This design comes from an exercise in tuning for small area and a short achievable clock period on the open sky130 flow, not from production work. At most, simulation tests tie the RTL to the original design; equivalence was not proved. For run 3, only the layout was checked, not whether the RTL still works. No activity file was given, so power comes from the tool's default toggle rates.

<file path="flow/flow/run.sh">
#!/bin/bash
# Standard ORFS layout (the standard.sh, unchanged synthesis), with the
# port buffers inserted as the smallest plain buffer instead of the default
# delay buffer; timing repair still resizes them where a path needs it.
set -euo pipefail
export BUFFER_PORTS_ARGS="-buffer_cell sky130_fd_sc_hd__buf_1"
bash standard.sh > standard_flow.log 2>&1
</file>
<file path="flow/standard.sh">
#!/bin/bash
# synth_recipe.tcl (not shown) runs the flow's synth.tcl, then flattens the netlist and writes it again
# the make line also repeats each setting of config.mk as NAME=value (left out here)
make -C /OpenROAD-flow-scripts/flow DESIGN_CONFIG=/design/flow/config.mk WORK_HOME=/design/flow/orfs CLKGATE_MAP_FILE= SYNTH_SCRIPT=/design/flow/synth_recipe.tcl "${@:-finish}"
</file>
<file path="flow/config.mk">
export PLATFORM = sky130hd
export DESIGN_NAME = rgba8_tile_swizzle_downscale_unit
export DESIGN_NICKNAME = rgba8_tile_swizzle_downscale_unit
export VERILOG_FILES = /design/flow/design.v
export SDC_FILE = /design/flow/constraint.sdc
export NUM_CORES = 4
export LEC_CHECK = 0
export ABC_CLOCK_PERIOD_IN_PS = 2500
export CAP_MARGIN = 20
export CORE_MARGIN = 2
export CORE_UTILIZATION = 55
export CTS_BUF_LIST = sky130_fd_sc_hd__clkbuf_8
export CTS_CLUSTER_DIAMETER = 50
export CTS_CLUSTER_SIZE = 12
export SETUP_SLACK_MARGIN = 2.8
export SLEW_MARGIN = 20
</file>
<file path="flow/constraint.sdc">
create_clock -name core_clock -period 5.6 [get_ports {clk}]
set_input_delay 1.1200 -clock core_clock [delete_from_list [all_inputs] [get_ports {clk}]]
set_output_delay 1.1200 -clock core_clock [all_outputs]
set_load 0.01 [all_outputs]
</file>
<file path="flow/design.v">
`timescale 1ns / 1ps
package swz_pkg;
  localparam int FRAC_BITS  = 16;
  localparam int IDX_W      = 12;
  localparam int STEP_W     = 29;
  localparam int SINT_W     = STEP_W - FRAC_BITS;   
  localparam int T4_W       = 11;                   
  localparam int RB_W       = 20;                   
  localparam int OFF_W      = 26;
  localparam int CFG_IDX_W  = 3;
  localparam int CFG_DATA_W = 32;
  localparam logic [CFG_IDX_W-1:0] REG_SOURCE_WIDTH  = 3'd0;
  localparam logic [CFG_IDX_W-1:0] REG_SOURCE_HEIGHT = 3'd1;
  localparam logic [CFG_IDX_W-1:0] REG_OUT_WIDTH     = 3'd2;
  localparam logic [CFG_IDX_W-1:0] REG_OUT_HEIGHT    = 3'd3;
  localparam logic [CFG_IDX_W-1:0] REG_STEP_X        = 3'd4;
  localparam logic [CFG_IDX_W-1:0] REG_STEP_Y        = 3'd5;
  localparam logic [CFG_IDX_W-1:0] REG_HAS_ALPHA     = 3'd6;
  localparam logic [7:0] ALPHA_OPAQUE = 8'd255;
  typedef struct packed {
    logic [IDX_W-1:0]  src_w_m1;
    logic [IDX_W-1:0]  src_h_m1;
    logic [T4_W-1:0]   out_w4m1;
    logic [T4_W-1:0]   out_h4m1;
    logic [STEP_W-1:0] step_x;
    logic [STEP_W-1:0] step_y;
    logic              has_alpha;
  } cfg_t;
endpackage
`timescale 1ns / 1ps
module swz_cfg_regs (
  input  logic          clk,
  input  logic          rst_n,
  input  logic                              cfg_wr_valid,
  output logic                              cfg_wr_ready,
  input  logic [swz_pkg::CFG_IDX_W-1:0]      cfg_wr_index,
  input  logic [swz_pkg::CFG_DATA_W-1:0]     cfg_wr_data,
  output swz_pkg::cfg_t cfg
);
  swz_pkg::cfg_t cfg_r;
  logic [12:0] wr_dim;
  logic [11:0] src_m1;
  logic [10:0] out_4m1;
  assign wr_dim = cfg_wr_data[12:0];
  assign src_m1 = wr_dim[12] ? 12'hFFF :
                  (wr_dim[11:0] == 12'd0) ? 12'd0 : wr_dim[11:0] - 12'd1;
  assign out_4m1 = wr_dim[12] ? 11'd1023 : {1'b0, wr_dim[11:2]} - 11'd1;
  assign cfg_wr_ready = 1'b1;
  assign cfg          = cfg_r;
  always_ff @(posedge clk) begin
    if (!rst_n) begin
      cfg_r.src_w_m1  <= '0;
      cfg_r.src_h_m1  <= '0;
      cfg_r.out_w4m1  <= '1;
      cfg_r.out_h4m1  <= '1;
      cfg_r.step_x    <= swz_pkg::STEP_W'(1 << swz_pkg::FRAC_BITS);
      cfg_r.step_y    <= swz_pkg::STEP_W'(1 << swz_pkg::FRAC_BITS);
      cfg_r.has_alpha <= 1'b0;
    end else if (cfg_wr_valid) begin
      case (cfg_wr_index)
        swz_pkg::REG_SOURCE_WIDTH:  cfg_r.src_w_m1  <= src_m1;
        swz_pkg::REG_SOURCE_HEIGHT: cfg_r.src_h_m1  <= src_m1;
        swz_pkg::REG_OUT_WIDTH:     cfg_r.out_w4m1  <= out_4m1;
        swz_pkg::REG_OUT_HEIGHT:    cfg_r.out_h4m1  <= out_4m1;
        swz_pkg::REG_STEP_X:        cfg_r.step_x    <= cfg_wr_data[swz_pkg::STEP_W-1:0];
        swz_pkg::REG_STEP_Y:        cfg_r.step_y    <= cfg_wr_data[swz_pkg::STEP_W-1:0];
        swz_pkg::REG_HAS_ALPHA:     cfg_r.has_alpha <= cfg_wr_data[0];
        default: ;
      endcase
    end
  end
endmodule
`timescale 1ns / 1ps
module rgba8_tile_swizzle_downscale_unit (
  input  logic       clk,
  input  logic       rst_n,
  input  logic        in_valid,
  output logic        in_ready,
  input  logic [7:0]  in_red,
  input  logic [7:0]  in_green,
  input  logic [7:0]  in_blue,
  input  logic [7:0]  in_alpha,
  output logic        out_valid,
  input  logic        out_ready,
  output logic [25:0] out_byte_offset,
  output logic [7:0]  out_alpha,
  output logic [7:0]  out_red,
  output logic [7:0]  out_green,
  output logic [7:0]  out_blue,
  output logic        out_frame_done,
  input  logic        cfg_valid,
  output logic        cfg_ready,
  input  logic [2:0]  cfg_index,
  input  logic [31:0] cfg_data
);
  localparam int FB = swz_pkg::FRAC_BITS;
  localparam int IW = swz_pkg::IDX_W;
  localparam int DW = swz_pkg::SINT_W;
  localparam int SW = swz_pkg::SINT_W;
  localparam int RW = swz_pkg::RB_W;
  swz_pkg::cfg_t cfg;
  logic [IW-1:0] src_col_r, src_row_r;      
  logic [IW-1:0] dst_col_r, dst_row_r;      
  logic          col_full_r, row_full_r;    
  logic [FB-1:0] col_frac_r, row_frac_r;    
  logic [DW-1:0] col_dist_r, row_dist_r;    
  logic          col_cy_r, row_cy_r;        
  logic [RW-1:0] row_base_r;                
  logic                      out_valid_r;
  logic [swz_pkg::OFF_W-1:0] out_offset_r;
  logic [7:0]                out_alpha_r, out_red_r, out_green_r, out_blue_r;
  logic                      out_done_r;
  logic in_fire;
  logic row_sel, col_sel, emit;
  logic row_end, frame_end;
  logic col_last, row_last;
  logic [FB:0]   col_frac_sum, row_frac_sum;
  logic [RW-1:0] blk;
  swz_cfg_regs u_cfg (
    .clk    (clk),
    .rst_n  (rst_n),
    .cfg_wr_valid (cfg_valid),
    .cfg_wr_ready (cfg_ready),
    .cfg_wr_index (cfg_index),
    .cfg_wr_data  (cfg_data),
    .cfg    (cfg)
  );
  assign in_ready = !out_valid_r || out_ready;
  assign in_fire  = in_valid && in_ready;
  assign col_sel   = !col_full_r && !cfg.out_w4m1[10] && (col_dist_r == DW'(!col_cy_r));
  assign row_sel   = !row_full_r && !cfg.out_h4m1[10] && (row_dist_r == DW'(!row_cy_r));
  assign emit      = row_sel && col_sel;
  assign row_end   = src_col_r == cfg.src_w_m1;
  assign frame_end = row_end && (src_row_r == cfg.src_h_m1);
  assign col_last  = (dst_col_r[1:0] == 2'b11) && (dst_col_r[IW-1:2] == cfg.out_w4m1[9:0]);
  assign row_last  = (dst_row_r[1:0] == 2'b11) && (dst_row_r[IW-1:2] == cfg.out_h4m1[9:0]);
  assign col_frac_sum = {1'b0, col_frac_r} + {1'b0, cfg.step_x[FB-1:0]};
  assign row_frac_sum = {1'b0, row_frac_r} + {1'b0, cfg.step_y[FB-1:0]};
  assign blk = row_base_r + RW'(dst_col_r[IW-1:2]);
  always_ff @(posedge clk) begin
    if (!rst_n) begin
      src_col_r  <= '0;
      src_row_r  <= '0;
      dst_col_r  <= '0;
      dst_row_r  <= '0;
      col_full_r <= 1'b0;
      row_full_r <= 1'b0;
      col_frac_r <= '0;
      row_frac_r <= '0;
      col_dist_r <= '0;
      row_dist_r <= '0;
      col_cy_r   <= 1'b1;
      row_cy_r   <= 1'b1;
      row_base_r <= '0;
    end else if (in_fire) begin
      if (row_end) begin
        src_col_r  <= '0;
        dst_col_r  <= '0;
        col_full_r <= 1'b0;
        col_frac_r <= '0;
        col_dist_r <= '0;
        col_cy_r   <= 1'b1;
        if (frame_end) begin
          src_row_r  <= '0;
          dst_row_r  <= '0;
          row_full_r <= 1'b0;
          row_frac_r <= '0;
          row_dist_r <= '0;
          row_cy_r   <= 1'b1;
          row_base_r <= '0;
        end else begin
          src_row_r <= src_row_r + 1'b1;
          if (row_sel) begin
            dst_row_r  <= dst_row_r + 1'b1;
            row_full_r <= row_last;
            row_frac_r <= row_frac_sum[FB-1:0];
            row_dist_r <= cfg.step_y[FB+SW-1:FB];
            row_cy_r   <= row_frac_sum[FB];
            if (dst_row_r[1:0] == 2'b11)
              row_base_r <= row_base_r + RW'(cfg.out_w4m1[9:0]) + 1'b1;
          end else begin
            row_dist_r <= row_dist_r - 1'b1;
          end
        end
      end else begin
        src_col_r <= src_col_r + 1'b1;
        if (col_sel) begin
          dst_col_r  <= dst_col_r + 1'b1;
          col_full_r <= col_last;
          col_frac_r <= col_frac_sum[FB-1:0];
          col_dist_r <= cfg.step_x[FB+SW-1:FB];
          col_cy_r   <= col_frac_sum[FB];
        end else begin
          col_dist_r <= col_dist_r - 1'b1;
        end
      end
    end
  end
  always_ff @(posedge clk) begin
    if (!rst_n) begin
      out_valid_r <= 1'b0;
    end else if (in_ready) begin
      out_valid_r <= in_valid && emit;
    end
  end
  always_ff @(posedge clk) begin
    if (in_ready) begin
      out_offset_r <= {blk, 1'b0, dst_row_r[1:0], dst_col_r[1:0], 1'b0};
      out_alpha_r  <= cfg.has_alpha ? in_alpha : swz_pkg::ALPHA_OPAQUE;
      out_red_r    <= in_red;
      out_green_r  <= in_green;
      out_blue_r   <= in_blue;
      out_done_r   <= col_last && row_last;
    end
  end
  assign out_valid       = out_valid_r;
  assign out_byte_offset = out_offset_r;
  assign out_alpha       = out_alpha_r;
  assign out_red         = out_red_r;
  assign out_green       = out_green_r;
  assign out_blue        = out_blue_r;
  assign out_frame_done  = out_done_r;
endmodule
</file>
==> results of run 1 <==
[worst min-delay path by stage]
stage / depth (start not counted) / from / end
finish: 2 / row_frac_r[4] / row_frac_r[4]
global route: 2 / row_frac_r[4] / row_frac_r[4]
CTS: 2 / u_cfg.cfg_r[28] / u_cfg.cfg_r[28]
detailed placement: 2 / u_cfg.cfg_r[28] / u_cfg.cfg_r[28]
global placement: 2 / row_frac_r[0] / row_frac_r[0]
floorplan: 2 / u_cfg.cfg_r[20] / u_cfg.cfg_r[20]
[kinds of logic (layout without fill, tap and decap cells)]
logic type	Yosys count	count (layout)	share of synthesized area
compound gates	365	368	0.161
xor+xnor	156	156	0.0958
fa+ha+maj	65	65	0.0591
buf+inv	106	250	0.0289
flops	293	293	0.451
mux	6	6	0.00421
other cells	2	5	0.000526
simple gates	623	624	0.199
[placed cells by master (no fill, tap or decap), types with 6 or more instances in the layout]
| cell type | count |
|---|---|
| nor2_1 | 164 |
| nand4_1 | 22 |
| and3_1 | 21 |
| edfxtp_1 | 57 |
| nor2b_1 | 9 |
| xor2_1 | 75 |
| buf_1 | 126 |
| o21a_1 | 7 |
| o2bb2ai_1 | 8 |
| or3_1 | 10 |
| a21oi_1 | 144 |
| a22oi_1 | 15 |
| a211oi_1 | 30 |
| nand3_1 | 50 |
| a21o_1 | 21 |
| o31ai_1 | 6 |
| o22ai_1 | 6 |
| dfxtp_1 | 234 |
| o21ai_0 | 48 |
| or4_1 | 7 |
| nand2b_1 | 18 |
| mux2i_1 | 6 |
| buf_4 | 31 |
| xnor2_1 | 81 |
| o211ai_1 | 27 |
| nand2_1 | 226 |
| nor3_1 | 26 |
| nor3_2 | 9 |
| a22o_1 | 7 |
| nor4_1 | 16 |
| clkinv_2 | 6 |
| inv_1 | 30 |
| clkbuf_8 | 41 |
| ha_1 | 61 |
[metrics by stage]
stage | hold WS, ns | util
floorplan | 0.433 | -
detailed placement | 0.451 | 0.593
global placement | 0.442 | 0.593
global route | 0.481 | 0.647
finish | 0.460 | 0.647
CTS | 0.462 | 0.634
[where the power goes]
| part | internal (uW) | switching, uW | leakage, uW | total (uW) |
|---|---|---|---|---|
| sequential | 2220 | 61.4 | 0.00254 | 2280 |
| combinational | 291 | 502 | 0.00365 | 793 |
| clock | 910 | 803 | 0.000439 | 1710 |
[metal layers]
metal	track usage	routed length [um]	vias to the layer above
met5	0	0	-
met4	0.0838	987	0
met3	0.0392	2490	79
met2	0.443	17300	348
met1	0.347	16200	5669
li1	-	-	5966
[repair_timing]
action	CTS	global route
gates cloned	2	4
buffers inserted	11	10
setup endpoints to repair	97	64
pin swaps	7	19
gates resized for setup	30	35
[critical path, delay by kind of cell, from the launching register on]
family             cells  cell delay, ns
and+or+nand+nor        4            1.82
AOI/OAI and AO/OA      2            0.55
DFF                    1            0.35
[final cells by class]
class | count | area share
inverter | 24 | 0.00565
antenna | 2 | 0.000306
tap | 330 | 0.0252
timing repair buffer | 164 | 0.0513
clock buffer | 41 | 0.0345
multi-input combinational | 1222 | 0.476
sequential | 293 | 0.393
clock inverter | 21 | 0.0142
[state kept, by name, summed over array words and instances, names as in the netlist, 12 cells and up]
name,cells
u_cfg.cfg_r,105
out_offset_r,24
row_base_r,20
col_frac_r,16
row_frac_r,16
col_dist_r,13
row_dist_r,13
dst_col_r,12
dst_row_r,12
src_col_r,12
src_row_r,12
==> flow_summary.json, run 1 <==
{
  "total_power_uw": 4780,
  "cp_common_cell": "or4_4",
  "fmax_ghz": 0.358,
  "reg2regPathDepth": 6,
  "crit_slowest_cell": "or4_4",
  "worst_slack_ns": 2.80,
  "instances_no_fill": 2097,
  "finalNetCount": 1877,
  "fin_worst_skew_ns": 0.0192,
  "criticalPathCategory": "reg -> reg",
  "grt_max_degree": 72,
  "drc": 0,
  "fp.dieH_um": 165,
  "path_cells": "or3_4, or4_4, or4_4, a211o_4, or4_1, a21oi_1",
  "placedCellCount": 2006,
  "rsz0062_at_grt": "true",
  "cp-start-kind": "register",
  "startpoint": "row_dist_r[8]",
  "rows": 58,
  "cts_tree": "yes",
  "cap_violations": 0,
  "netlist_instances": 1616,
  "grt_overflow": 0,
  "synth.top_cell.area_share": 0.331,
  "slew_viol_final": 0,
  "ant_nets": 0,
  "min_path_type": "reg -> reg",
  "top_level_ports": 134,
  "async_reset_ff_frac": 0,
  "hold_violations": 0,
  "regArea_um2": 6440,
  "core-area_um2": 25300,
  "reg2reg_to": "row_base_r[9]",
  "cts_sinks": 293,
  "io_buffers": 127,
  "dpl_cell_area_um2": 15000,
  "dp_hpwl_um": 24200,
  "synth_area_um2": 14300,
  "ys.flop_type": "dfxtp_1",
  "grt_antenna_before_repair": 2,
  "required_ns": 6.07,
  "track_usage": 0.263,
  "worstMarginPinSlew_ns": 0.824,
  "design_area_um2": 16400,
  "setup_viol": 0,
  "ys_ff_latch": 293,
  "wl_per_cell_um": 17.6,
  "dieArea_um2": 27200,
  "end_kind": "register",
  "yosysTopAreaCell": "dfxtp_1",
  "cp-endpoint": "row_base_r[9]",
  "tns_ns": 0,
  "initial_core_util": 0.563,
  "powerDensity_nw_per_um2": 292,
  "critical_path_arrival_ns": 3.27,
  "drive_gt1_frac": 0.0895,
  "multi_input_area_um2": 7790,
  "cts_max_level": 2,
  "r2r_setup_slack_ns": 2.80,
  "cellLeakagePower_uw": 0.00663,
  "yosysMostFrequentCell": "dfxtp_1",
  "grt_pass1_vias": 11200,
  "finalCriticalPeriod_ns": 2.80,
  "clockRootBuffer": "clkbuf_8",
  "synth.top_cells.by_count": "dfxtp_1 (236), nand2_1 (229), nor2_1 (165)",
  "fin_crit_sh": 0.499,
  "avgSynthCellArea_um2": 8.83,
  "first_pass_iters": 6,
  "clk_pin_slew_ns": 0.08,
  "ys_seq_area_frac": 0.451,
  "synth_area_leaders": "dfxtp_1 (33%), edfxtp_1 (12%), nand2_1 (6.0%), ha_1 (5.4%), a21oi_1 (5.2%)",
  "drt-initial-drc-count": 1038,
  "insertion_delay_ns": 0.55,
  "dp_slack_ns": 2.22,
  "routed_wl_um": 36900,
  "fillers": 2239,
  "cts_hold_repair.buffers": 0,
  "grt_pass1_wl_um": 57100,
  "yosys_warnings": 2,
  "critPathMaxStageDelay_ns": 0.51,
  "ir_worst_vdd_mv": 0.281,
  "r2r-start": "row_dist_r[8]",
  "status": "complete, no violations",
  "avgViaCountPerCell": 5.75,
  "place_congestion": 0.870,
  "vias": 12100,
  "ys_types": 62,
  "numCtsBuffers": 35,
  "synth_edf_count": 57,
  "areaGrowthSynthToFinish_pct": 14.8,
  "crit_path_max_fanout": 8,
  "die_w_um": 165,
  "ctsLongestPathBuffers": 3,
  "slew_headroom": 0.451
}
==> inputs of run 2 (changes only) <==
--- a/flow/design.v
+++ b/flow/design.v
@@ -97,3 +97,3 @@
   localparam int IW = swz_pkg::IDX_W;
-  localparam int DW = swz_pkg::SINT_W;
+  localparam int DW = swz_pkg::IDX_W;
   localparam int SW = swz_pkg::SINT_W;
@@ -176,4 +176,4 @@
             row_frac_r <= row_frac_sum[FB-1:0];
-            row_dist_r <= cfg.step_y[FB+SW-1:FB];
-            row_cy_r   <= row_frac_sum[FB];
+            row_dist_r <= cfg.step_y[FB+SW-1] ? '0 : cfg.step_y[FB+DW-1:FB];
+            row_cy_r   <= !cfg.step_y[FB+SW-1] && row_frac_sum[FB];
             if (dst_row_r[1:0] == 2'b11)
@@ -190,4 +190,4 @@
           col_frac_r <= col_frac_sum[FB-1:0];
-          col_dist_r <= cfg.step_x[FB+SW-1:FB];
-          col_cy_r   <= col_frac_sum[FB];
+          col_dist_r <= cfg.step_x[FB+SW-1] ? '0 : cfg.step_x[FB+DW-1:FB];
+          col_cy_r   <= !cfg.step_x[FB+SW-1] && col_frac_sum[FB];
         end else begin
--- a/flow/config.mk
+++ b/flow/config.mk
@@ -14,3 +14,3 @@
 export CTS_CLUSTER_SIZE = 12
-export SETUP_SLACK_MARGIN = 2.8
+export SETUP_SLACK_MARGIN = 2.9
 export SLEW_MARGIN = 20
==> run 2 against run 1 <==
Still clean; critical endpoint is now u_cfg.cfg_r[97]; worst setup slack improved by 0.050 ns; clock power down 7%; synthesized cell count shrank 0.56%; routed wire length fell by 2.9%; global-route usage is 0.23 points lower; first-iteration DRC count is 27% lower; critical path type is now in -> reg; non-clock buffer count up 10; cell count rose by 0.33%; design area rose by 1.4%.
==> flow_summary.json, run 2 <==
{
  "status": "complete, no violations",
  "pwr-share-comb": 0.170,
  "grt_max_degree": 50,
  "worst_slack_ns": 2.85,
  "final_cell_mix": "dfxtp_1 (228), nand2_1 (225), nor2_1 (160)",
  "fin_worst_skew_ns": 0.0263,
  "crit_slowest_cell": "or3_4",
  "p_sw_uw": 1340,
  "fp.dieH_um": 165,
  "synth_area_um2": 14300,
  "rows": 59,
  "yosys_warnings": 2,
  "numCtsBuffers": 36,
  "setup_viol": 0,
  "grt_pass1_wl_um": 56600,
  "critPathMaxStageDelay_ns": 0.42,
  "clk_pin_slew_ns": 0.08,
  "slew_headroom": 0.410,
  "intPower_uw": 3310,
  "finalNetCount": 1880,
  "insertion_delay_ns": 0.54,
  "initial_core_util": 0.555,
  "grt_overflow": 0,
  "powerDensity_nw_per_um2": 280,
  "critical_path_arrival_ns": 3.14,
  "swShare": 0.288,
  "crit_path_max_fanout": 6,
  "ant_nets": 0,
  "worstMarginPinSlew_ns": 0.882,
  "drive_gt1_frac": 0.121,
  "first_pass_iters": 5,
  "dp_hpwl_um": 24600,
  "cp-endpoint": "u_cfg.cfg_r[97]",
  "clockRootBuffer": "clkbuf_8",
  "drt-initial-drc-count": 759,
  "hp-start": "row_frac_r[0]",
  "reg2regPathDepth": 7,
  "ir_worst_vdd_mv": 0.223,
  "hold_violations": 0,
  "ctsLongestPathBuffers": 3,
  "cap_violations": 0,
  "r2r_setup_slack_ns": 3.03,
  "required_ns": 6.00,
  "reg2reg_to": "dst_col_r[3]",
  "ys_ff_latch": 291,
  "vias": 11800,
  "core-area_um2": 25800,
  "regMostFlops": "u_cfg.cfg_r",
  "tns_ns": 0,
  "ys_seq_area_frac": 0.447,
  "min_path_type": "reg -> reg",
  "netlist_instances": 1607,
  "final_common_cell": "dfxtp_1",
  "slew_viol_final": 0,
  "synth.top_cells.by_count": "dfxtp_1 (234), nand2_1 (231), nor2_1 (165)",
  "path_cells": "buf_12, clkinv_8, ha_4, nand2_4, or3_4, or3_4, nor3_4, nand2_4, a21oi_4, a211oi_2",
  "r2r-start": "src_col_r[0]",
  "cts_hold_repair.buffers": 0,
  "criticalPathCategory": "in -> reg",
  "dieArea_um2": 27300,
  "reg.largest.list": "u_cfg.cfg_r x105, out_offset_r x24, row_base_r x20",
  "rsz0062_at_grt": "true",
  "clkPwrFrac": 0.342,
  "yosysMostFrequentCell": "dfxtp_1",
  "seq_power_share": 0.488,
  "yosysTopAreaCell": "dfxtp_1",
  "cts_max_level": 2,
  "grt_antenna_before_repair": 1,
  "drc": 0,
  "track_usage": 0.260,
  "synth_area_leaders": "dfxtp_1 (33%), edfxtp_1 (12%), nand2_1 (6.1%), xor2_1 (5.6%), ha_1 (5.3%)",
  "fin_crit_sh": 0.490,
  "synth_edf_count": 57,
  "top_level_ports": 134,
  "fillers": 2284,
  "io_buffers": 127,
  "cts_sinks": 291,
  "wl_per_cell_um": 17.0,
  "fmax_ghz": 0.364,
  "end_kind": "register",
  "finalCriticalPeriod_ns": 2.75,
  "ys.flop_type": "dfxtp_1",
  "dp_slack_ns": 1.67,
  "ys_types": 71,
  "cp-start-kind": "primary input",
  "avgViaCountPerCell": 5.62,
  "whs_ns": 0.458,
  "place_congestion": 0.860,
  "avgSynthCellArea_um2": 8.90,
  "async_reset_ff_frac": 0,
  "areaGrowthSynthToFinish_pct": 16.1,
  "cts_tree": "yes",
  "die_w_um": 165,
  "synth.top_cell.area_share": 0.328,
  "routed_wl_um": 35900,
  "cellLeakagePower_uw": 0.00659,
  "grt_pass1_vias": 11100,
  "largest_reg_flops": 105,
  "startpoint": "cfg_data[3]"
}
[run 2: cell types whose count changed after synthesis, moves of 7 or more]
cell	change
a22o_1	-7
a21oi_1	-14
o2bb2ai_1	-8
xnor2_1	-9
clkbuf_1	-8
nor4_1	-13
nor3_1	-11
nand3_1	+16
xor2_1	+17
or4_1	-10
[run 2: worst min path at each step]
stage | to | slack (ns) | cells after the start
3_3_place_gp | row_frac_r[0] | 0.44 | 2
4_1_cts | row_frac_r[6] | 0.46 | 2
3_5_place_dp | u_cfg.cfg_r[54] | 0.45 | 2
5_1_grt | row_frac_r[9] | 0.47 | 2
2_1_floorplan | row_dist_r[6] | 0.43 | 2
6_report | row_frac_r[0] | 0.46 | 2
[run 2: power groups by stage]
stage / Clock, uW / Combinational, uW / Sequential (uW)
floorplan: 0 / 536 / 2310
global placement: 0 / 694 / 2310
detailed placement: 0 / 705 / 2320
CTS: 1630 / 732 / 2270
global route: 1720 / 880 / 2280
finish: 1590 / 790 / 2270
[run 2: kinds of logic after synthesis]
logic type / synth area share
xor+xnor: 0.100
mux: 0.00289
other cells: 0.000525
buf+inv: 0.0315
flops: 0.447
fa+ha+maj: 0.0590
simple gates: 0.207
compound gates: 0.151
[run 2: repair_timing]
item | 4_1_cts | 5_1_grt
endpoints found under the setup margin | 124 | 87
gates resized for setup | 36 | 64
pin swaps | 10 | 32
cloned | 3 | 0
setup buffers | 10 | 22
[run 2: critical path: cells and delay by family]
family | cells | cell delay [ns]
and+or+nand+nor | 5 | 1.35
AOI/OAI and AO/OA | 2 | 0.34
buffers and inverters | 2 | 0.17
adders and majority gates | 1 | 0.13
[run 2: routing by layer]
layer	part of all wire	wire, um	track usage
met1	0.45	16200	0.340
met4	0.028	1010	0.0810
met3	0.043	1530	0.0372
met2	0.48	17200	0.446
met5	0	0	0
[run 2: stage by stage]
stage	total power, uW	cells	area, um^2	util
3_5_place_dp	3020	2005	15100	0.587
4_1_cts	4630	2081	16200	0.627
5_1_grt	4880	2104	16600	0.644
6_report	4650	2104	16600	0.644
3_3_place_gp	3010	2005	15100	0.587
2_1_floorplan	2840	1608	14500	-
[run 2: area by class of cell]
cell class	instances	area, um^2	area share
Clock inverter	20	150	0.00904
Inverter	31	134	0.00806
Multi-Input combinational cell	1209	7940	0.478
Tap cell	335	419	0.0252
Sequential cell	291	6400	0.386
Clock buffer	43	592	0.0356
Timing Repair Buffer	174	961	0.0579
Antenna cell	1	2.50	0.000151
==> inputs of run 3 (changes only) <==
--- a/flow/design.v
+++ b/flow/design.v
@@ -206,3 +206,3 @@
   always_ff @(posedge clk) begin
-    if (in_ready) begin
+    if (in_fire) begin
       out_offset_r <= {blk, 1'b0, dst_row_r[1:0], dst_col_r[1:0], 1'b0};
--- a/flow/config.mk
+++ b/flow/config.mk
@@ -14,3 +14,3 @@
 export CTS_CLUSTER_SIZE = 12
-export SETUP_SLACK_MARGIN = 2.9
+export SETUP_SLACK_MARGIN = 2.8
 export SLEW_MARGIN = 20
==> run 3 against run 2 <==
Largest cell class unchanged; sequential share of layout area rose by 0.28 points; synthesized cell count up 4.7%; critical path depth is 7 lower; die area increased by 3.0%; flip-flop and latch count did not move; first-iteration DRC count is 2.9% higher; critical endpoint is now in_ready; non-clock buffer count down 21; count of clock-buffer cells in the layout decreased by 5; area after synthesis grew 3.0%; clock skew decreased by 0.0027 ns.
==> flow_summary.json, run 3 <==
{
  "crit_path_max_fanout": 4,
  "fp.dieH_um": 168,
  "synth.top_cell.area_share": 0.318,
  "async_reset_ff_frac": 0,
  "hp-start": "u_cfg.cfg_r[57]",
  "avgViaCountPerCell": 5.88,
  "top_level_ports": 134,
  "first_pass_iters": 5,
  "numCtsBuffers": 36,
  "powerDensity_nw_per_um2": 291,
  "avgSynthCellArea_um2": 8.75,
  "yosysMostFrequentCell": "dfxtp_1",
  "synth_edf_count": 57,
  "slew_headroom": 0.330,
  "ys_types": 73,
  "reg2reg_to": "col_frac_r[13]",
  "status": "complete, no violations",
  "hold_end": "u_cfg.cfg_r[57]",
  "regMostFlops": "u_cfg.cfg_r",
  "r2r-start": "col_dist_r[4]",
  "path_cells": "buf_1, nand2b_2, buf_1",
  "setup_viol": 0,
  "reg.largest.list": "u_cfg.cfg_r x105, out_offset_r x24, row_base_r x20",
  "cts_sinks": 291,
  "required_ns": 4.48,
  "r2r_setup_slack_ns": 2.98,
  "clockRootBuffer": "clkbuf_8",
  "final_common_cell": "dfxtp_1",
  "fmax_ghz": 0.371,
  "rsz0062_at_grt": "false",
  "dieArea_um2": 28100,
  "drive_gt1_frac": 0.0712,
  "insertion_delay_ns": 0.55,
  "cap_violations": 0,
  "cellLeakagePower_uw": 0.00608,
  "criticalPathCategory": "in -> out",
  "ys.flop_type": "dfxtp_1",
  "grt_max_degree": 53,
  "final_cell_mix": "dfxtp_1 (234), nand2_1 (230), nor2_1 (139), a21oi_1 (139), buf_1 (125)",
  "fin_worst_skew_ns": 0.0236,
  "netlist_instances": 1683,
  "ir_worst_vdd_mv": 0.246,
  "placedCellCount": 2076,
  "place_congestion": 0.859,
  "hold_violations": 0,
  "cts_tree": "yes",
  "cp-start-kind": "primary input",
  "dp_slack_ns": 1.19,
  "total_power_uw": 4800,
  "vias": 12600,
  "grt_pass1_vias": 11800,
  "grt_pass1_wl_um": 61300,
  "rows": 59,
  "worstMarginPinSlew_ns": 1.01,
  "core-area_um2": 26200,
  "min_path_type": "reg -> reg",
  "wl_per_cell_um": 18.0,
  "hold_depth": 2,
  "ant_nets": 0,
  "cp_common_cell": "buf_1",
  "synth.top_cells.by_count": "dfxtp_1 (234), nand2_1 (233), a21oi_1 (149)",
  "cts_max_level": 2,
  "dp_hpwl_um": 27200,
  "yosysTopAreaCell": "dfxtp_1",
  "finalCriticalPeriod_ns": 2.70,
  "end_kind": "primary output",
  "synth_area_leaders": "dfxtp_1 (32%), edfxtp_1 (12%), nand2_1 (5.9%), ha_1 (5.2%), a21oi_1 (5.1%)",
  "critPathMaxStageDelay_ns": 0.23,
  "worst_slack_ns": 2.90,
  "areaGrowthSynthToFinish_pct": 11.7,
  "initial_core_util": 0.562,
  "routed_wl_um": 38600,
  "instances_no_fill": 2148,
  "clk_pin_slew_ns": 0.08,
  "reg2regPathDepth": 7,
  "critical_path_arrival_ns": 1.58,
  "track_usage": 0.270,
  "drc": 0,
  "grt_antenna_before_repair": 2,
  "finalNetCount": 1924,
  "largest_reg_flops": 105,
  "tns_ns": 0,
  "drt-initial-drc-count": 781,
  "yosys_warnings": 2,
  "synth_area_um2": 14700,
  "io_buffers": 127,
  "ys_ff_latch": 291,
  "ctsLongestPathBuffers": 3,
  "cts_hold_repair.buffers": 0,
  "die_w_um": 168,
  "ys_seq_area_frac": 0.434,
  "slew_viol_final": 0,
  "grt_overflow": 0,
  "crit_slowest_cell": "nand2b_2",
  "fin_crit_sh": 0.481
}
## run 3: cell count changes after synthesis, moves of 13 or more
cell	change
a21oi_1	+14
xor2_1	-34
or4_1	+20
nor2_1	-24
clkbuf_1	+13
o211ai_1	+13
o31ai_1	+21
## run 3: report_power, final
group	internal (uW)	switching, uW
sequential	2210	66.2
clock	878	829
combinational	287	526
## run 3: final cells by class
| class | instances | area, um^2 |
|---|---|---|
| well taps | 335 | 419 |
| flip-flops and latches | 291 | 6400 |
| multi-input cells | 1266 | 8020 |
| inverters | 39 | 156 |
| fillers | 2366 | 9740 |
| diodes | 2 | 5.00 |
| repair buffers | 153 | 691 |
| clock buffers | 38 | 523 |
| clock inverters | 24 | 256 |
## run 3: through the flow
stage	hold slack, ns	area [um^2]	utilization
after floorplan	0.432	14800	-
after global placement	0.443	15400	0.589
after detailed placement	0.451	15500	0.590
after CTS	0.462	16300	0.623
after global routing	0.487	16500	0.628
final	0.461	16500	0.628
## run 3: layer usage
metal	track usage	routed length (um)
met1	0.366	17400
met2	0.447	17900
met3	0.0371	2220
met4	0.0877	1060
met5	0	0
## run 3: worst max-delay path by stage
stage,startpoint,to
after floorplan,cfg_data[3],u_cfg.cfg_r[84]
after global placement,out_ready,dst_row_r[5]
after detailed placement,out_ready,dst_row_r[2]
after CTS,cfg_data[3],u_cfg.cfg_r[95]
after global routing,cfg_data[3],u_cfg.cfg_r[93]
final,out_ready,in_ready
## run 3: what timing repair did
action | 4_1_cts | 5_1_grt
pin swaps | 3 | 2
gates cloned | 1 | 0
gates resized for setup | 13 | 24
buffers inserted | 4 | 3
setup endpoints to repair | 169 | 78
## run 3: kinds of logic after synthesis
group,share of synthesized area
AO/OA/AOI/OAI,0.176
XOR/XNOR,0.0838
adder cells (fa/ha/maj),0.0572
buffers and inverters,0.0343
flip-flops,0.434
multiplexers,0.00408
other,0.000510
AND/OR/NAND/NOR,0.210
## run 3: critical path: cells and delay by family
kind                   cells  cell delay [ns]
AND/OR/NAND/NOR            1             0.23
buffers and inverters      2             0.22
==> inputs of run 4 (changes only) <==
--- a/flow/design.v
+++ b/flow/design.v
@@ -206,3 +206,3 @@
   always_ff @(posedge clk) begin
-    if (in_fire) begin
+    if (in_ready) begin
       out_offset_r <= {blk, 1'b0, dst_row_r[1:0], dst_col_r[1:0], 1'b0};
--- a/flow/config.mk
+++ b/flow/config.mk
@@ -10,3 +10,3 @@
 export CORE_MARGIN = 2
-export CORE_UTILIZATION = 55
+export CORE_UTILIZATION = 62
 export CTS_BUF_LIST = sky130_fd_sc_hd__clkbuf_8
==> run 4 against run 3 <==
Flip-flop and latch count stayed put; non-clock buffer count grew 1; critical path depth increased by 1; clock skew decreased by 0.0037 ns; global-route usage grew 0.89 points; largest cell class unchanged; highest routed layer unchanged.
==> flow_summary.json, run 4 <==
{
  "avgViaCountPerCell": 5.79,
  "hold_violations": 0,
  "grt_antenna_before_repair": 1,
  "largest_reg_flops": 105,
  "drt-initial-drc-count": 706,
  "total_power_uw": 4570,
  "yosysMostFrequentCell": "dfxtp_1",
  "areaGrowthSynthToFinish_pct": 12.3,
  "avgSynthCellArea_um2": 8.90,
  "synth_edf_count": 57,
  "drive_gt1_frac": 0.0979,
  "hold_end": "u_cfg.cfg_r[47]",
  "setup_viol": 0,
  "finalNetCount": 1858,
  "clk_pin_slew_ns": 0.08,
  "ctsLongestPathBuffers": 3,
  "r2r-start": "u_cfg.cfg_r[30]",
  "clkPwrFrac": 0.340,
  "reg2reg_to": "col_frac_r[14]",
  "crit_path_max_fanout": 6,
  "design_area_um2": 16100,
  "reg.largest.list": "u_cfg.cfg_r x105, out_offset_r x24, row_base_r x20",
  "ys.flop_type": "dfxtp_1",
  "place_congestion": 0.894,
  "synth.top_cell.area_share": 0.328,
  "synth_area_um2": 14300,
  "finalCriticalPeriod_ns": 2.77,
  "numCtsBuffers": 35,
  "clockRootBuffer": "clkbuf_8",
  "slew_viol_final": 0,
  "ir_worst_vdd_mv": 0.194,
  "rsz0062_at_grt": "false",
  "track_usage": 0.279,
  "ant_nets": 0,
  "ys_ff_latch": 291,
  "synth.top_cells.by_count": "dfxtp_1 (234), nand2_1 (231), nor2_1 (165)",
  "p_sw_uw": 1330,
  "initial_core_util": 0.632,
  "rows": 55,
  "dp_slack_ns": 1.98,
  "top_level_ports": 134,
  "dieArea_um2": 24300,
  "io_buffers": 127,
  "crit_slowest_cell": "nand2b_4",
  "fmax_ghz": 0.361,
  "required_ns": 4.48,
  "final_common_cell": "dfxtp_1",
  "tns_ns": 0,
  "criticalPathCategory": "in -> out",
  "netlist_instances": 1607,
  "routed_wl_um": 34800,
  "cts_max_level": 2,
  "cp-start-kind": "primary input",
  "cts_tree": "yes",
  "worstMarginPinSlew_ns": 1.03,
  "wl_per_cell_um": 17.1,
  "vias": 11800,
  "crit_family": "buffers and inverters",
  "ys_seq_area_frac": 0.447,
  "end_kind": "primary output",
  "seq_power_share": 0.496,
  "regMostFlops": "u_cfg.cfg_r",
  "hold_depth": 2,
  "dpl_cell_area_um2": 15000,
  "hp-start": "u_cfg.cfg_r[47]",
  "powerDensity_nw_per_um2": 285,
  "die_w_um": 156,
  "grt_pass1_vias": 11100,
  "fin_crit_sh": 0.495,
  "critical_path_arrival_ns": 1.65,
  "cts_sinks": 291,
  "slew_headroom": 0.315,
  "path_cells": "buf_1, nand2b_4, buf_16, clkbuf_2",
  "cellLeakagePower_uw": 0.00639,
  "cap_violations": 0,
  "first_pass_iters": 5,
  "yosys_warnings": 2,
  "synth_area_leaders": "dfxtp_1 (33%), edfxtp_1 (12%), nand2_1 (6.1%), xor2_1 (5.6%), ha_1 (5.3%)",
  "grt_pass1_wl_um": 54700,
  "dp_hpwl_um": 24000,
  "crit_buf_inv": 3,
  "worst_slack_ns": 2.83,
  "grt_max_degree": 85,
  "fillers": 1825,
  "fin_worst_skew_ns": 0.0199,
  "final_cell_mix": "dfxtp_1 (233), nand2_1 (227), nor2_1 (162)",
  "yosysTopAreaCell": "dfxtp_1",
  "ys_types": 71,
  "critPathMaxStageDelay_ns": 0.17,
  "grt_overflow": 0,
  "async_reset_ff_frac": 0,
  "core-area_um2": 22600,
  "swShare": 0.290,
  "drc": 0,
  "min_path_type": "reg -> reg",
  "pwr-share-comb": 0.163,
  "status": "complete, no violations",
  "r2r_setup_slack_ns": 2.96,
  "intPower_uw": 3250,
  "reg2regPathDepth": 10,
  "insertion_delay_ns": 0.54,
  "fp.dieH_um": 156
}
run 4: cell count changes in the layout (fill, tap and decap cells not counted), moves of 11 or more:
cell      before  now
a21oi_1      139  123
inv_1         47   35
nor2_1       139  162
o211ai_1      41   28
o31ai_1       26    5
or4_1         20    0
xnor2_1       83   72
xor2_1        58   92
run 4: worst max path at each step:
stage | start | end | slack [ns] | cells after the start
5_1_grt | cfg_data[3] | u_cfg.cfg_r[94] | 2.80 | 10
2_1_floorplan | out_ready | dst_col_r[10] | 2.71 | 7
3_5_place_dp | cfg_data[2] | u_cfg.cfg_r[81] | 1.98 | 10
4_1_cts | out_ready | in_ready | 2.69 | 4
3_3_place_gp | cfg_data[2] | u_cfg.cfg_r[81] | 2.03 | 10
6_report | out_ready | in_ready | 2.83 | 4
run 4: final cells by class:
class	count	area [um^2]	area share
Inverter	31	119	0.00740
Tap cell	285	357	0.0222
Sequential cell	291	6400	0.398
Clock inverter	22	168	0.0104
Timing Repair Buffer	154	767	0.0477
Multi-Input combinational cell	1208	7700	0.480
Antenna cell	1	2.50	0.000156
Clock buffer	40	551	0.0343
run 4: power by group through the flow:
stage                     sequential (uW)  clock [uW]  combinational [uW]
after floorplan                      2310           0                 532
after global placement               2310           0                 684
after detailed placement             2320           0                 703
after CTS                            2270        1580                 713
after global routing                 2280        1660                 829
final                                2270        1560                 746
run 4: logic make-up after synthesis:
kind of cell | count (synthesis) | share of synthesized area
compound gates | 347 | 0.151
flops | 291 | 0.447
other cells | 2 | 0.000525
buf+inv | 109 | 0.0315
xor+xnor | 164 | 0.100
fa+ha+maj | 65 | 0.0590
mux | 4 | 0.00289
simple gates | 625 | 0.207
run 4: worst register-to-register path, cell delays in order, from the launching register on:
cell and delay [ns]:
dfxtp_1 0.33, ha_2 0.21, fa_2 0.37, a211oi_2 0.18, nor2_1 0.10, o41ai_2 0.38
o21ai_1 0.14, o21a_1 0.24, and3_1 0.20, a2111oi_2 0.28, o31ai_1 0.12
run 4: what timing repair did:
| action | CTS | global route |
|---|---|---|
| hold endpoints to repair | 0 | 0 |
| resized for setup | 16 | 23 |
| pin swaps | 1 | 8 |
| gates cloned | 1 | 1 |
| endpoints found under the setup margin | 64 | 54 |
| setup buffers | 1 | 12 |
| hold buffers | 0 | 0 |
run 4: stage by stage:
stage / utilization / cells / hold slack, ns
floorplan: - / 1608 / 0.426
global placement: 0.663 / 1953 / 0.442
detailed placement: 0.664 / 1954 / 0.449
CTS: 0.701 / 2018 / 0.459
global route: 0.710 / 2032 / 0.480
finish: 0.710 / 2032 / 0.457
run 4: layer usage:
layer | GRT usage | up-vias | routed length (um)
li1 | - | 5872 | -
met1 | 0.352 | 5565 | 15100
met3 | 0.0439 | 50 | 1740
met2 | 0.487 | 288 | 17100
met5 | 0 | - | 0
met4 | 0.0944 | 0 | 871
==> inputs of run 5 (changes only) <==
--- a/flow/config.mk
+++ b/flow/config.mk
@@ -10,3 +10,3 @@
 export CORE_MARGIN = 2
-export CORE_UTILIZATION = 62
+export CORE_UTILIZATION = 55
 export CTS_BUF_LIST = sky130_fd_sc_hd__clkbuf_8
==> run 5 against run 4 <==
Combinational power is 2% lower; largest cell class unchanged; critical path type unchanged; still clean; critical endpoint unchanged; sequential share of layout area down 0.27 points; critical path depth unchanged; routed wire length rose by 3.2%.
==> flow_summary.json, run 5 <==
{
  "status": "complete, no violations",
  "clockRootBuffer": "clkbuf_8",
  "r2r-start": "u_cfg.cfg_r[30]",
  "finalCriticalPeriod_ns": 2.75,
  "insertion_delay_ns": 0.54,
  "hold_violations": 0,
  "ys_ff_latch": 291,
  "utilization": 0.628,
  "hold_end": "u_cfg.cfg_r[49]",
  "crit_path_max_fanout": 4,
  "fmax_ghz": 0.364,
  "grt_antenna_before_repair": 1,
  "reg2reg_to": "col_frac_r[14]",
  "crit_slowest_cell": "nand2b_4",
  "crit_family": "buffers and inverters",
  "areaGrowthSynthToFinish_pct": 13.1,
  "ys.flop_type": "dfxtp_1",
  "total_power_uw": 4710,
  "hp-start": "u_cfg.cfg_r[49]",
  "grt_pass1_wl_um": 56600,
  "criticalPathCategory": "in -> out",
  "dieArea_um2": 27300,
  "path_depth": 4,
  "ir_worst_vdd_mv": 0.234,
  "netlist_instances": 1607,
  "fp.dieH_um": 165,
  "final_cell_mix": "dfxtp_1 (233), nand2_1 (226), nor2_1 (161)",
  "tns_ns": 0,
  "synth.top_cells.by_count": "dfxtp_1 (234), nand2_1 (231), nor2_1 (165)",
  "powerDensity_nw_per_um2": 291,
  "grt_overflow": 0,
  "cts_sinks": 291,
  "regMostFlops": "u_cfg.cfg_r",
  "grt_max_degree": 75,
  "ctsLongestPathBuffers": 3,
  "dp_hpwl_um": 24700,
  "rsz0062_at_grt": "true",
  "path_cells": "buf_1, nand2b_4, buf_16, buf_2",
  "crit_buf_inv": 3,
  "avgViaCountPerCell": 5.61,
  "vias": 11700,
  "yosys_warnings": 2,
  "track_usage": 0.262,
  "cap_violations": 0,
  "place_congestion": 0.826,
  "io_buffers": 127,
  "fin_worst_skew_ns": 0.0241,
  "numCtsBuffers": 36,
  "drt-initial-drc-count": 660,
  "top_level_ports": 134,
  "required_ns": 4.48,
  "async_reset_ff_frac": 0,
  "cp-start-kind": "primary input",
  "synth_area_leaders": "dfxtp_1 (33%), edfxtp_1 (12%), nand2_1 (6.1%), xor2_1 (5.6%), ha_1 (5.3%)",
  "synth_edf_count": 57,
  "reg2regPathDepth": 10,
  "cts_max_level": 2,
  "initial_core_util": 0.555,
  "critical_path_arrival_ns": 1.63,
  "core-area_um2": 25800,
  "worstMarginPinSlew_ns": 0.827,
  "ant_nets": 0,
  "yosysTopAreaCell": "dfxtp_1",
  "r2r_setup_slack_ns": 2.93,
  "wl_per_cell_um": 17.3,
  "slew_headroom": 0.449,
  "final_common_cell": "dfxtp_1",
  "cellLeakagePower_uw": 0.00641,
  "grt_pass1_vias": 11100,
  "n_antenna_cell": 0,
  "fin_crit_sh": 0.491,
  "finalNetCount": 1856,
  "critPathMaxStageDelay_ns": 0.17,
  "rows": 59,
  "ys_types": 71,
  "synth_area_um2": 14300,
  "die_w_um": 165,
  "largest_reg_flops": 105,
  "hold_depth": 2,
  "min_path_type": "reg -> reg",
  "reg.largest.list": "u_cfg.cfg_r x105, out_offset_r x24, row_base_r x20",
  "first_pass_iters": 5,
  "drive_gt1_frac": 0.0975,
  "end_kind": "primary output",
  "setup_viol": 0,
  "clk_pin_slew_ns": 0.08,
  "drc": 0,
  "routed_wl_um": 35900,
  "cts_tree": "yes",
  "slew_viol_final": 0,
  "avgSynthCellArea_um2": 8.90,
  "yosysMostFrequentCell": "dfxtp_1",
  "synth.top_cell.area_share": 0.328,
  "ys_seq_area_frac": 0.447
}
==> run 5: changes by cell type in the layout (fill, tap and decap cells not counted), sizes merged <==
cell	previous run	this run
inv	40	37
buf	148	147
clkbuf	45	44
bufinv	2	4
diode	1	0
clkinvlp	2	1
bufbuf	1	2
==> run 5: how the worst max path moves through the flow <==
stage	start	end	slack, ns
3_3_place_gp	cfg_data[2]	u_cfg.cfg_r[81]	2.02
5_1_grt	u_cfg.cfg_r[30]	col_frac_r[14]	2.75
6_report	out_ready	in_ready	2.85
2_1_floorplan	out_ready	dst_col_r[10]	2.71
3_5_place_dp	cfg_data[2]	u_cfg.cfg_r[81]	2.00
4_1_cts	u_cfg.cfg_r[30]	col_frac_r[14]	2.74
==> run 5: repair_timing <==
item,CTS,global route
gates cloned,2,0
hold buffers,0,0
pin swaps,1,9
endpoints found under the setup margin,57,57
resized for setup,16,23
buffers inserted,3,5
==> run 5: area by class of cell <==
class	count	area (um^2)
clock inverter	20	216
multi-input combinational	1208	7710
timing repair buffer	151	731
inverter	31	119
sequential	291	6400
clock buffer	42	578
tap	335	419
fill	2318	9590
==> run 5: metal layers <==
metal | wire length [um] | global-route usage | share of wire | up-vias
li1 | - | - | - | 5864
met1 | 15800 | 0.334 | 0.44 | 5498
met2 | 17700 | 0.462 | 0.49 | 236
met3 | 1570 | 0.0347 | 0.044 | 55
met4 | 789 | 0.0747 | 0.022 | 0
met5 | 0 | 0 | 0 | -
==> run 5: tightest hold or removal path: stages, from the launching register on <==
cell and delay (ns):
dfxtp_1 0.32, nand2_1 0.05, a21oi_1 0.05
==> run 5: kinds of logic after synthesis <==
kind of cell | count (synthesis) | synth area share
DFF | 291 | 0.447
AOI/OAI and AO/OA | 347 | 0.151
other | 2 | 0.000525
xor gates and xnor gates | 164 | 0.100
buffers and inverters | 109 | 0.0315
and+or+nand+nor | 625 | 0.207
muxes | 4 | 0.00289
adders and majority gates | 65 | 0.0590
==> run 5: stage by stage <==
step | cells | area [um^2] | setup slack, ns | hold slack, ns
after floorplan | 1608 | 14500 | 2.71 | 0.426
after global placement | 2006 | 15100 | 2.02 | 0.442
after detailed placement | 2006 | 15100 | 2.00 | 0.451
after CTS | 2073 | 16000 | 2.74 | 0.462
after global routing | 2078 | 16200 | 2.75 | 0.481
final | 2078 | 16200 | 2.85 | 0.461
==> run 5: power breakdown <==
part	leakage [uW]	switching, uW	internal [uW]	total (uW)
registers	0.00252	69.1	2200	2270
logic	0.00346	461	272	734
clock network	0.000425	822	885	1710
==> inputs of run 6 (changes only) <==
--- a/flow/config.mk
+++ b/flow/config.mk
@@ -14,2 +14,3 @@
 export CTS_CLUSTER_SIZE = 12
+export GPL_TIMING_DRIVEN = 0
 export SETUP_SLACK_MARGIN = 2.8
==> run 6 against run 5 <==
Sequential power hardly changed; global-route usage is 2.2 points higher; die area stayed put; fmax is 0.54% lower; core utilization is 0.53 points higher; total power is 0.13% lower; critical path depth is 1 lower; routed wire length is 8.6% higher; clock power is 2% lower; design area is 0.84% higher; count of clock-buffer cells in the layout is 1 higher; first-iteration DRC count is 17% higher.
==> flow_summary.json, run 6 <==
{
  "status": "complete, no violations",
  "min_path_type": "reg -> reg",
  "largest_reg_flops": 105,
  "synth_top_family_by_area": "simple AND/OR/NAND/NOR gates",
  "rows": 59,
  "cts_sinks": 291,
  "track_usage": 0.284,
  "placedCellCount": 2065,
  "initial_core_util": 0.555,
  "cellLeakagePower_uw": 0.00645,
  "ys_seq_area_frac": 0.447,
  "total_power_uw": 4700,
  "n_antenna_cell": 0,
  "critical_path_arrival_ns": 1.65,
  "place_congestion": 0.912,
  "r2r-start": "u_cfg.cfg_r[70]",
  "numCtsBuffers": 37,
  "ctsLongestPathBuffers": 3,
  "synth_area_leaders": "dfxtp_1 (33%), edfxtp_1 (12%), nand2_1 (6.1%), xor2_1 (5.6%), ha_1 (5.3%)",
  "first_pass_iters": 8,
  "wl_per_cell_um": 18.2,
  "core-area_um2": 25800,
  "reg2regPathDepth": 12,
  "synth_xor_xnor_area_share": 0.100,
  "synth.top_cells.by_count": "dfxtp_1 (234), nand2_1 (231), nor2_1 (165)",
  "avgViaCountPerCell": 5.63,
  "crit_path_max_fanout": 3,
  "utilization": 0.633,
  "required_ns": 4.48,
  "vias": 12000,
  "ys_ff_latch": 291,
  "ys_types": 71,
  "fillers": 2302,
  "rsz0062_at_grt": "false",
  "slew_headroom": 0.323,
  "criticalPathCategory": "in -> out",
  "fin_worst_skew_ns": 0.0380,
  "dp_hpwl_um": 28200,
  "worst_slack_ns": 2.83,
  "grt_overflow": 0,
  "hp-start": "u_cfg.cfg_r[55]",
  "drc": 0,
  "cp-start-kind": "primary input",
  "ant_nets": 0,
  "hold_depth": 2,
  "cap_violations": 0,
  "ir_worst_vdd_mv": 0.222,
  "synth_compound_area_frac": 0.151,
  "reg.largest.list": "u_cfg.cfg_r x105, out_offset_r x24, row_base_r x20",
  "grt_pass1_wl_um": 59700,
  "routed_wl_um": 39000,
  "yosys_warnings": 2,
  "drive_gt1_frac": 0.0909,
  "grt_antenna_before_repair": 0,
  "netlist_instances": 1607,
  "insertion_delay_ns": 0.57,
  "top_level_ports": 134,
  "cts_hold_repair.buffers": 0,
  "ys.flop_type": "dfxtp_1",
  "setup_viol": 0,
  "fp.dieH_um": 165,
  "synth_fa_ha_area_frac": 0.0590,
  "grt_max_degree": 31,
  "avgSynthCellArea_um2": 8.90,
  "cts_max_level": 2,
  "drt-initial-drc-count": 775,
  "synth_edf_count": 57,
  "regMostFlops": "u_cfg.cfg_r",
  "tns_ns": 0,
  "synth_area_um2": 14300,
  "finalCriticalPeriod_ns": 2.77,
  "r2r_setup_slack_ns": 2.92,
  "dp_slack_ns": 1.93,
  "clk_pin_slew_ns": 0.08,
  "cts_tree": "yes",
  "fmax_ghz": 0.362,
  "hold_violations": 0,
  "yosysTopAreaCell": "dfxtp_1",
  "synthMuxAreaShare": 0.00289,
  "slew_viol_final": 0,
  "powerDensity_nw_per_um2": 288,
  "synth.top_cell.area_share": 0.328,
  "finalNetCount": 1914,
  "grt_pass1_vias": 11400,
  "fin_crit_sh": 0.494,
  "die_w_um": 165,
  "io_buffers": 122,
  "hold_end": "u_cfg.cfg_r[55]",
  "async_reset_ff_frac": 0,
  "synth-simple-area-share": 0.207,
  "areaGrowthSynthToFinish_pct": 14.1,
  "dieArea_um2": 27300,
  "final_cell_mix": "dfxtp_1 (234), nand2_1 (230), nor2_1 (163)",
  "end_kind": "primary output",
  "reg2reg_to": "row_base_r[12]",
  "clockRootBuffer": "clkbuf_8",
  "instances_no_fill": 2140,
  "worstMarginPinSlew_ns": 1.01,
  "yosysMostFrequentCell": "dfxtp_1",
  "final_common_cell": "dfxtp_1"
}
## run 6: worst max path at each step
stage	startpoint	end	slack [ns]	cells past startpoint
after floorplan	out_ready	dst_col_r[10]	2.71	7
after global placement	out_ready	row_base_r[4]	1.98	9
after detailed placement	out_ready	row_base_r[4]	1.93	9
after CTS	u_cfg.cfg_r[30]	col_frac_r[14]	2.84	10
after global routing	u_cfg.cfg_r[30]	col_frac_r[14]	2.79	10
final	out_ready	in_ready	2.83	3
## run 6: repair_timing
item	4_1_cts	5_1_grt
buffers inserted	5	1
pin swaps	4	2
cloned	2	0
setup endpoints to repair	88	30
gates resized for setup	10	11
## run 6: worst max-delay path, stage by stage
cell and delay (ns):
buf_2 0.16, nand2b_4 0.20, clkbuf_2 0.16
## run 6: per-layer routing
| metal | GRT usage | routed length [um] |
|---|---|---|
| met5 | 0 | 0 |
| met4 | 0.117 | 1470 |
| met3 | 0.0425 | 2010 |
| met2 | 0.479 | 18500 |
| met1 | 0.364 | 17000 |
## run 6: cell families (layout without fill, tap and decap cells)
| group | after synthesis | count (layout) |
|---|---|---|
| muxes | 4 | 4 |
| and+or+nand+nor | 625 | 627 |
| other | 2 | 3 |
| AOI/OAI and AO/OA | 347 | 347 |
| xor gates and xnor gates | 164 | 164 |
| adders and majority gates | 65 | 65 |
| buffers and inverters | 109 | 304 |
| DFF | 291 | 291 |
## run 6: area by class of cell
type | instances | area [um^2] | area share
Sequential cell | 291 | 6400 | 0.392
Buffer | 78 | 398 | 0.0244
Tap cell | 335 | 419 | 0.0257
Clock inverter | 24 | 190 | 0.0117
Timing Repair Buffer | 128 | 520 | 0.0319
Multi-Input combinational cell | 1210 | 7680 | 0.471
Inverter | 31 | 116 | 0.00713
Clock buffer | 43 | 592 | 0.0363
## run 6: metrics by stage
step	instance area, um^2	hold slack [ns]
2_1_floorplan	14500	0.426
3_3_place_gp	15300	0.442
3_5_place_dp	15300	0.449
4_1_cts	16200	0.460
5_1_grt	16300	0.477
6_report	16300	0.460
## run 6: power breakdown
part           internal [uW]  leakage, uW  total, uW  switching (uW)
combinational            282      0.00351        771             489
sequential              2200      0.00252       2270            66.6
clock                    815     0.000425       1670             851
==> inputs of run 7 (changes only) <==
--- a/flow/config.mk
+++ b/flow/config.mk
@@ -14,4 +14,5 @@
 export CTS_CLUSTER_SIZE = 12
-export GPL_TIMING_DRIVEN = 0
+export PLACE_DENSITY = 0.7
 export SETUP_SLACK_MARGIN = 2.8
 export SLEW_MARGIN = 20
+export TNS_END_PERCENT = 100
==> run 7 against run 6 <==
Still clean on timing, DRC and antenna; register-to-register slack got worse by 0.03 ns; sequential power about the same; worst setup slack improved by 0.0080 ns; global-route usage decreased by 3.6 points; total power decreased by 3.8%; combinational power decreased by 6.1%; count of clock-buffer cells in the layout decreased by 5; critical path depth increased by 1; design area decreased by 1.4%; flip-flop and latch count unchanged.
==> flow_summary.json, run 7 <==
{
  "powerDensity_nw_per_um2": 281,
  "ir_worst_vdd_mv": 0.183,
  "slew_viol_final": 0,
  "grt_max_degree": 90,
  "hp-start": "row_full_r",
  "cellLeakagePower_uw": 0.00633,
  "synth.top_cells.by_count": "dfxtp_1 (234), nand2_1 (231), nor2_1 (165)",
  "yosys_warnings": 2,
  "ys_ff_latch": 291,
  "cts_max_level": 2,
  "tns_ns": 0,
  "placedCellCount": 2003,
  "io_buffers": 127,
  "n_antenna_cell": 0,
  "dieArea_um2": 27300,
  "cts_sinks": 291,
  "largest_reg_flops": 105,
  "regArea_um2": 6400,
  "fmax_ghz": 0.363,
  "status": "complete, no violations",
  "synth_edf_count": 57,
  "finalCriticalPeriod_ns": 2.76,
  "crit_path_max_fanout": 9,
  "ys.flop_type": "dfxtp_1",
  "grt_pass1_wl_um": 54300,
  "ctsLongestPathBuffers": 3,
  "worstMarginPinSlew_ns": 0.956,
  "final_common_cell": "dfxtp_1",
  "rows": 59,
  "grt_overflow": 0,
  "r2r-start": "row_dist_r[4]",
  "startpoint": "out_ready",
  "swShare": 0.292,
  "clockRootBuffer": "clkbuf_8",
  "grt_pass1_vias": 10800,
  "hold_violations": 0,
  "final_cell_mix": "dfxtp_1 (233), nand2_1 (226), nor2_1 (161)",
  "reg.largest.list": "u_cfg.cfg_r x105, out_offset_r x24, row_base_r x20",
  "core-area_um2": 25800,
  "pwr-share-comb": 0.160,
  "ys_types": 71,
  "criticalPathCategory": "in -> out",
  "first_pass_iters": 5,
  "end_kind": "primary output",
  "wl_per_cell_um": 16.5,
  "yosysMostFrequentCell": "dfxtp_1",
  "instances_no_fill": 2079,
  "fin_worst_skew_ns": 0.0317,
  "clk_pin_slew_ns": 0.07,
  "numCtsBuffers": 35,
  "cap_violations": 0,
  "finalNetCount": 1856,
  "fin_crit_sh": 0.492,
  "track_usage": 0.248,
  "cts_hold_repair.buffers": 0,
  "vias": 11700,
  "ant_nets": 0,
  "critical_path_arrival_ns": 1.64,
  "yosysTopAreaCell": "dfxtp_1",
  "seq_power_share": 0.502,
  "cp-start-kind": "primary input",
  "initial_core_util": 0.555,
  "fp.dieH_um": 165,
  "setup_viol": 0,
  "ys_seq_area_frac": 0.447,
  "intPower_uw": 3200,
  "areaGrowthSynthToFinish_pct": 12.5,
  "drive_gt1_frac": 0.0952,
  "slew_headroom": 0.362,
  "min_path_type": "reg -> reg",
  "rsz0062_at_grt": "true",
  "regMostFlops": "u_cfg.cfg_r",
  "synth_area_um2": 14300,
  "synth.top_cell.area_share": 0.328,
  "total_power_uw": 4520,
  "p_sw_uw": 1320,
  "synth_area_leaders": "dfxtp_1 (33%), edfxtp_1 (12%), nand2_1 (6.1%), xor2_1 (5.6%), ha_1 (5.3%)",
  "routed_wl_um": 34400,
  "grt_antenna_before_repair": 1,
  "cts_tree": "yes",
  "die_w_um": 165,
  "clkPwrFrac": 0.338,
  "required_ns": 4.48,
  "netlist_instances": 1607,
  "drt-initial-drc-count": 834,
  "avgViaCountPerCell": 5.65,
  "place_congestion": 0.908,
  "avgSynthCellArea_um2": 8.90,
  "dp_hpwl_um": 24000,
  "multi_input_area_um2": 7710,
  "drc": 0,
  "insertion_delay_ns": 0.55,
  "async_reset_ff_frac": 0,
  "top_level_ports": 134,
  "fillers": 2255
}
-- run 7: changes by cell type in the layout (fill, tap and decap cells not counted), sizes merged --
cell / change
clkbuf: -63
clkinv: -7
clkinvlp: +6
buf: +4
nand2b: -2
inv: +1
-- run 7: layout make-up --
type / instances / share of cell area
Clock inverter: 24 / 0.0116
Inverter: 31 / 0.00739
Multi-Input combinational cell: 1208 / 0.480
Tap cell: 335 / 0.0261
Sequential cell: 291 / 0.398
Timing Repair Buffer: 152 / 0.0449
Clock buffer: 38 / 0.0325
-- run 7: stage by stage --
step	cell area (um^2)	hold slack, ns	setup slack (ns)	util
6_report	16100	0.457	2.84	0.624
5_1_grt	16100	0.470	2.78	0.624
4_1_cts	15900	0.460	2.63	0.616
3_5_place_dp	15100	0.450	1.77	0.585
3_3_place_gp	15100	0.442	1.79	0.585
2_1_floorplan	14500	0.426	2.71	-
-- run 7: kinds of logic (layout without fill, tap and decap cells) --
group	count (synthesis)	count (layout)	synth area share
DFF	291	291	0.447
adders and majority gates	65	65	0.0590
buffers and inverters	109	245	0.0315
xor gates and xnor gates	164	164	0.100
muxes	4	4	0.00289
other	2	3	0.000525
AOI/OAI and AO/OA	347	347	0.151
and+or+nand+nor	625	625	0.207
-- run 7: final timing paths --
check	to	slack, ns	cells after the start
max reg2reg	dst_row_r[11]	2.89	8
max	in_ready	2.84	4
min reg2reg	row_full_r	0.46	2
min	row_full_r	0.46	2
-- run 7: power by group through the flow --
stage	Sequential, uW	Combinational, uW	Clock [uW]
after floorplan	2310	532	0
after global placement	2320	683	0
after detailed placement	2320	699	0
after CTS	2270	708	1570
after global routing	2280	807	1650
final	2270	724	1530
-- run 7: worst max-delay path: stages --
cell and delay, ns:
buf_1 0.07, nand2b_4 0.16, buf_16 0.16, clkbuf_2 0.13
-- run 7: per-layer routing --
layer / global-route usage / part of all wire / wire [um] / vias to the layer above
met5: 0 / 0.00026 / 9 / -
met4: 0.0881 / 0.029 / 992 / 2
met3: 0.0350 / 0.054 / 1840 / 76
met2: 0.413 / 0.47 / 16100 / 295
met1: 0.329 / 0.45 / 15500 / 5508
li1: - / - / - / 5859
-- run 7: repair_timing --
action | in CTS | in global routing
pin swaps | 2 | 6
gates resized for setup | 19 | 20
setup endpoints to repair | 102 | 68
setup buffers | 2 | 10
hold endpoints to repair | 0 | 0
gates cloned | 0 | 2
==> inputs of run 8 (changes only) <==
--- a/flow/config.mk
+++ b/flow/config.mk
@@ -11,8 +11,6 @@
 export CORE_UTILIZATION = 55
-export CTS_BUF_LIST = sky130_fd_sc_hd__clkbuf_8
-export CTS_CLUSTER_DIAMETER = 50
-export CTS_CLUSTER_SIZE = 12
-export PLACE_DENSITY = 0.7
+export CTS_BUF_LIST = sky130_fd_sc_hd__clkbuf_4 sky130_fd_sc_hd__clkbuf_8
+export CTS_CLUSTER_DIAMETER = 40
+export CTS_CLUSTER_SIZE = 10
 export SETUP_SLACK_MARGIN = 2.8
 export SLEW_MARGIN = 20
-export TNS_END_PERCENT = 100
==> run 8 against run 7 <==
Area after synthesis is the same; via count barely moved; register-to-register slack got worse by 0.07 ns; first-iteration DRC count is 18% lower; worst hold slack improved by 0.00091 ns; core utilization rose by 1.3 points; critical path depth up 6; design area rose by 2.1%; critical endpoint is now col_frac_r[14]; largest power group unchanged.
==> flow_summary.json, run 8 <==
{
  "status": "complete, no violations",
  "seq_power_share": 0.449,
  "final_cell_mix": "dfxtp_1 (233), nand2_1 (226), nor2_1 (161)",
  "pwr-share-comb": 0.145,
  "rows": 59,
  "vias": 11700,
  "drt-initial-drc-count": 686,
  "cap_violations": 0,
  "avgViaCountPerCell": 5.59,
  "slew_viol_final": 0,
  "cts_hold_repair.buffers": 0,
  "io_buffers": 127,
  "cp-start-kind": "register",
  "synth.top_cell.area_share": 0.328,
  "place_congestion": 0.826,
  "numCtsBuffers": 45,
  "r2r_setup_slack_ns": 2.82,
  "critical_path_arrival_ns": 3.22,
  "finalCriticalPeriod_ns": 2.78,
  "min_path_type": "reg -> reg",
  "track_usage": 0.261,
  "dp_hpwl_um": 24700,
  "ys_types": 71,
  "startpoint": "u_cfg.cfg_r[30]",
  "yosys_warnings": 2,
  "hold_violations": 0,
  "synth_area_leaders": "dfxtp_1 (33%), edfxtp_1 (12%), nand2_1 (6.1%), xor2_1 (5.6%), ha_1 (5.3%)",
  "clkPwrFrac": 0.406,
  "drive_gt1_frac": 0.110,
  "crit_path_max_fanout": 3,
  "synth_edf_count": 57,
  "drc": 0,
  "yosysMostFrequentCell": "dfxtp_1",
  "reg.largest.list": "u_cfg.cfg_r x105, out_offset_r x24, row_base_r x20",
  "fin_crit_sh": 0.496,
  "powerDensity_nw_per_um2": 308,
  "tns_ns": 0,
  "r2r-start": "u_cfg.cfg_r[30]",
  "ys.flop_type": "dfxtp_1",
  "core-area_um2": 25800,
  "synth.top_cells.by_count": "dfxtp_1 (234), nand2_1 (231), nor2_1 (165)",
  "ant_nets": 0,
  "criticalPathCategory": "reg -> reg",
  "grt_pass1_vias": 11200,
  "yosysTopAreaCell": "dfxtp_1",
  "finalNetCount": 1865,
  "cellLeakagePower_uw": 0.00654,
  "dp_slack_ns": 2.00,
  "cts_max_level": 2
}
## run 8: power groups by stage
| stage | clock network [uW] | registers (uW) | logic [uW] |
|---|---|---|---|
| after floorplan | 0 | 2310 | 532 |
| after global placement | 0 | 2320 | 697 |
| after detailed placement | 0 | 2320 | 708 |
| after CTS | 2100 | 2270 | 717 |
| after global routing | 2200 | 2280 | 817 |
| final | 2060 | 2270 | 733 |
## run 8: layer usage
layer  global-route usage  vias up  routed length [um]
met3               0.0397       57                1500
met5                    0        -                   0
met1                0.331     5566               15900
met2                0.455      230               17400
li1                     -     5892                   -
met4               0.0881        0                 945
## run 8: logic make-up after synthesis
group	count (synthesis)	synth area share
mux	4	0.00289
other cells	2	0.000525
compound gates	347	0.151
fa+ha+maj	65	0.0590
simple gates	625	0.207
flops	291	0.447
xor+xnor	164	0.100
buf+inv	109	0.0315
## run 8: layout make-up
cell class | count | area (um^2)
Inverter | 31 | 119
Sequential cell | 291 | 6400
Timing Repair Buffer | 151 | 731
Clock inverter | 23 | 274
Clock buffer | 61 | 777
Multi-Input combinational cell | 1208 | 7710
Fill cell | 2286 | 9340
Tap cell | 335 | 419
## run 8: how the worst min path moves through the flow
stage	from	end	slack [ns]
6_report	u_cfg.cfg_r[49]	u_cfg.cfg_r[49]	0.46
5_1_grt	u_cfg.cfg_r[23]	u_cfg.cfg_r[23]	0.48
4_1_cts	row_frac_r[5]	row_frac_r[5]	0.46
2_1_floorplan	row_dist_r[6]	row_dist_r[6]	0.43
3_3_place_gp	row_frac_r[7]	row_frac_r[7]	0.44
3_5_place_dp	u_cfg.cfg_r[49]	u_cfg.cfg_r[49]	0.45
## run 8: timing repair
item	4_1_cts	5_1_grt
buffers inserted	3	5
pin swaps	1	5
endpoints found under the setup margin	57	59
resized for setup	15	22
cloned	2	0
## run 8: per-stage QoR
stage | util | hold WS [ns] | cell area [um^2] | std cells | power, uW
final | 0.637 | 0.458 | 16400 | 2100 | 5060
after global routing | 0.637 | 0.479 | 16400 | 2100 | 5300
after CTS | 0.633 | 0.460 | 16300 | 2095 | 5090
after detailed placement | 0.586 | 0.451 | 15100 | 2006 | 3030
after global placement | 0.586 | 0.442 | 15100 | 2006 | 3010
after floorplan | - | 0.426 | 14500 | 1608 | 2840
## run 8: worst max-delay path, stage by stage, from the launching register on
cell and delay, ns:
dfxtp_1 0.32, ha_1 0.24, fa_1 0.45, a211oi_2 0.20, nor2_1 0.11, o41ai_2 0.27, o21ai_1 0.15, o21a_1 0.25
and3_1 0.19, a2111oi_1 0.33, o31ai_1 0.14

Setup slack of run 8, layout unchanged: 2.820 ns with ideal ports, 2.820 ns with driving cells assumed (clock clkbuf_16, inputs buf_2), 2.301 ns with port delays also shifted by the 0.611 ns mid clock arrival.
